Context: an optimization exercise on an open-source flow, tuned for small area and a short achievable clock period. The choices shown serve that exercise and are no tape-out recipe.
Function was checked by simulation only, so behaviour that the tests miss may differ from the original.
Power is estimated from default activity; no workload was simulated.

## mem_stall_resp
module mem_stall_resp
#(
  parameter int unsigned DEPTH_LOG2 = 8,
  parameter int unsigned LATENCY    = 4
) (
  input  logic              clk,
  input  logic              rst,
  input  logic [mem_resp_pkg::ADDR_W-1:0] Addr,
  input  logic [mem_resp_pkg::DATA_W-1:0] DataIn,
  input  logic              Rd,
  input  logic              Wr,
  output logic [mem_resp_pkg::DATA_W-1:0] DataOut,
  output logic              Done,
  output logic              Stall,
  output logic              err
);
  localparam int unsigned W   = mem_resp_pkg::DATA_W;
  localparam int unsigned LL2 = mem_resp_pkg::LOOP_LEN_LOG2;
  logic [LL2:0] phase, phase_p1, phase_m1;
  always_ff @(posedge clk) phase <= phase_p1;
  assign phase_p1 = phase + (LL2+1)'(1);
  assign phase_m1 = phase - (LL2+1)'(1);
  logic       busy_q, last_q, done_q, err_q, busy_d;
  logic [1:0] cnt_q;   
  logic       legal, accept, commit;
  logic       busy_s_q, done_s_q, busy_r_q;
  logic                  op_wr_q;
  logic [LL2-1:0]        word_q, word_x;
  logic [7:0]            hi_q, lo_q, hi_a, lo_a;
  logic [W-1:0]          wdata_q;
  ...
For scale: about 6300 cells after synthesis, roughly 55 I/O pins, about 0.10 mm2 of cells after synthesis.
==> flow/config.mk <==
export PLATFORM = sky130hd
export DESIGN_NAME = mem_stall_resp
export DESIGN_NICKNAME = mem_stall_resp
export VERILOG_FILES = /design/flow/design.v
export SDC_FILE = /design/flow/constraint.sdc
export NUM_CORES = 4
export LEC_CHECK = 0
export CAP_MARGIN = 20
export CORE_MARGIN = 2
export CORE_UTILIZATION = 75
export CTS_BUF_LIST = sky130_fd_sc_hd__clkbuf_8 sky130_fd_sc_hd__clkbuf_16
export CTS_CLUSTER_DIAMETER = 66
export CTS_CLUSTER_SIZE = 33
export PLACE_DENSITY = 0.79
export SETUP_SLACK_MARGIN = 2.55
export SLEW_MARGIN = 20
export SYNTH_HIERARCHICAL = 1
export SYNTH_MEMORY_MAX_BITS = 8192
export SYNTH_MINIMUM_KEEP_SIZE = 0
==> flow/constraint.sdc <==
create_clock -name core_clock -period 5.0 [get_ports {clk}]
set_input_delay 1.0000 -clock core_clock [delete_from_list [all_inputs] [get_ports {clk}]]
set_output_delay 1.0000 -clock core_clock [all_outputs]
set_load 0.01 [all_outputs]
standard.sh (not shown) runs the stock make flow with config.mk's settings and CLKGATE_MAP_FILE= SYNTH_SCRIPT=/design/flow/synth_recipe.tcl, a recipe that flattens the netlist after the stock synthesis.
==> flow/flow/run.sh <==
#!/bin/bash
# Layout flow: the standard flow (standard.sh, unchanged synthesis and
# steps), with the port buffers inserted as buf_2 cells instead of the
# default delay-cell buffers. The make output goes to standard_flow.log; ORFS
# keeps each step's log under orfs/logs.
set -euo pipefail
cd "$(dirname "$0")/.."
bash standard.sh "BUFFER_PORTS_ARGS=-buffer_cell sky130_fd_sc_hd__buf_2" finish > standard_flow.log 2>&1
The baseline went through all stages and came out clean.
Next try:
- CORE_UTILIZATION: 75 -> 70
- CTS_CLUSTER_DIAMETER: 66 -> 56
- CTS_CLUSTER_SIZE: 33 -> 32
- PLACE_DENSITY: 0.79 -> 0.74
The changed run completed with no timing, DRC or antenna violations.
Hold slack loses 0.012 ns.
Register-to-register slack improves by 0.03 ns.
Global-route usage decreases by 3.2 points.
Critical path depth goes down by 1.
Clock-buffer cell count goes up by 29.
Power is higher by 2.8%.
Final cell count went up by 3.0%.
Final area goes up by 1.7%.
First-iteration DRC count falls by 20%.
Maximum frequency barely changes.
Next try:
- CTS_CLUSTER_DIAMETER: 56 -> 66
- CTS_CLUSTER_SIZE: 32 -> 33
- SETUP_SLACK_MARGIN: 2.55 -> 2.45
The changed run completed with no timing, DRC or antenna violations.
Clock power decreases by about 11%.
Worst hold slack is better by 0.011 ns.
Area after synthesis is unchanged.
Sequential share of layout area increases by 1.4 points.
Sequential cell count stays the same.
Global-route usage decreases by 0.37 points.
Die area stays the same.
Synthesized cell count does not change.
Count of clock-buffer cells in the layout decreases by 25.
Total power decreases by 2.8%.
Design area decreases by about 1.8%.

Setup of oak:
Starting RTL as in the previous note.
clock: 5.0 ns
lec_check: 0
cap_margin: 20
core_margin: 2
core_utilization: 70
cts_buf_list: sky130_fd_sc_hd__clkbuf_8 sky130_fd_sc_hd__clkbuf_16
cts_cluster_diameter: 66
cts_cluster_size: 33
place_density: 0.74
setup_slack_margin: 2.55
slew_margin: 20
synth_hierarchical: 1
synth_memory_max_bits: 8192
synth_minimum_keep_size: 0
Scripts as last shown in full above: flow/flow/run.sh
--- input diff oak..cedar ---
- GPL_ROUTABILITY_DRIVEN now 0, previously not set
Results
cedar finished end to end and its layout was clean on timing, DRC and antenna.
cedar against oak: sequential cell count barely changed; total power barely changed; routed wire length barely changed; number of enable flip-flop cells after synthesis barely changed.
Comparing cedar against oak, there is no change at all in tap cell count.
Compared with oak, in cedar portion of total power attributed to combinational logic held steady, global-route wire length before repair held, synthesis-to-finish area growth flat, max-slew violation count essentially unchanged.

## indigo
Starting RTL as in the previous note.
==> flow/config.mk <==
export PLATFORM = sky130hd
export DESIGN_NAME = mem_stall_resp
export DESIGN_NICKNAME = mem_stall_resp
export VERILOG_FILES = /design/flow/design.v
export SDC_FILE = /design/flow/constraint.sdc
export NUM_CORES = 4
export LEC_CHECK = 0
export CAP_MARGIN = 20
export CORE_MARGIN = 2
export CORE_UTILIZATION = 70
export CTS_BUF_LIST = sky130_fd_sc_hd__clkbuf_8 sky130_fd_sc_hd__clkbuf_16
export CTS_CLUSTER_DIAMETER = 50
export CTS_CLUSTER_SIZE = 33
export PLACE_DENSITY = 0.74
export SETUP_SLACK_MARGIN = 2.55
export SLEW_MARGIN = 20
export SYNTH_HIERARCHICAL = 1
export SYNTH_MEMORY_MAX_BITS = 8192
export SYNTH_MINIMUM_KEEP_SIZE = 0
==> flow/constraint.sdc <==
create_clock -name core_clock -period 5.0 [get_ports {clk}]
set_input_delay 1.0000 -clock core_clock [delete_from_list [all_inputs] [get_ports {clk}]]
set_output_delay 1.0000 -clock core_clock [all_outputs]
set_load 0.01 [all_outputs]
Scripts as last shown in full above: flow/flow/run.sh
## Diff of input files: lagoon against indigo
diff --git a/flow/config.mk b/flow/config.mk
--- a/flow/config.mk
+++ b/flow/config.mk
@@ -12 +12 @@
-export CTS_CLUSTER_DIAMETER = 50
+export CTS_CLUSTER_DIAMETER = 66
@@ -15,2 +15,2 @@
-export SETUP_SLACK_MARGIN = 2.55
-export SLEW_MARGIN = 20
+export SETUP_SLACK_MARGIN = 2.45
+export SLEW_MARGIN = 40
lagoon ran to completion and came out clean on the timing, DRC and antenna checks.
lagoon gives less total met2 wirelength after detailed routing than indigo did.
Sequential share of layout area: lagoon vs indigo up 2.0 points
Critical path depth, indigo and lagoon, lower one = indigo.

what the ideal ports hide:
How much do the figures lean on ideal ports? The routed layouts below were timed once more, with nothing changed but the port constraints. Step 1 sets driving cells, clkbuf_16 on the clock port and buf_2 on the other inputs (assumed; they add their load-dependent delay and slew). Step 2 times the ports against the registers' clock, not the clock port: input delays grow and output delays shrink by t, the midpoint of the rising clock arrivals with the driver on. Slacks: ideal ports / drivers / drivers and shift; pairs: ideal ports / drivers.
run | t, ns | slack for setup (ns) | worst setup path at the end | cell pins on the clock port's net
the first run of note 1 | 0.886 | 2.442 / 2.425 / 1.539 | input to register | 1
the second run of note 1 | 0.910 | 2.446 / 2.386 / 1.564 | input to register | 1
the third run of note 1 | 0.903 | 2.347 / 2.331 / 1.427 | input to register | 1
oak | 0.913 | 2.449 / 2.380 / 1.544 | input to register | 1
cedar | 0.913 | 2.449 / 2.380 / 1.544 | input to register | 1
indigo | 0.922 | 2.410 / 2.353 / 1.608 | input to register | 1
lagoon | 0.917 | 2.322 / 2.308 / 1.391 | input to register | 1
After both steps setup and hold are still met in every run listed. The setup slack of lagoon, which loses most, moves by -0.014 ns with the drivers and by -0.931 ns with both steps.
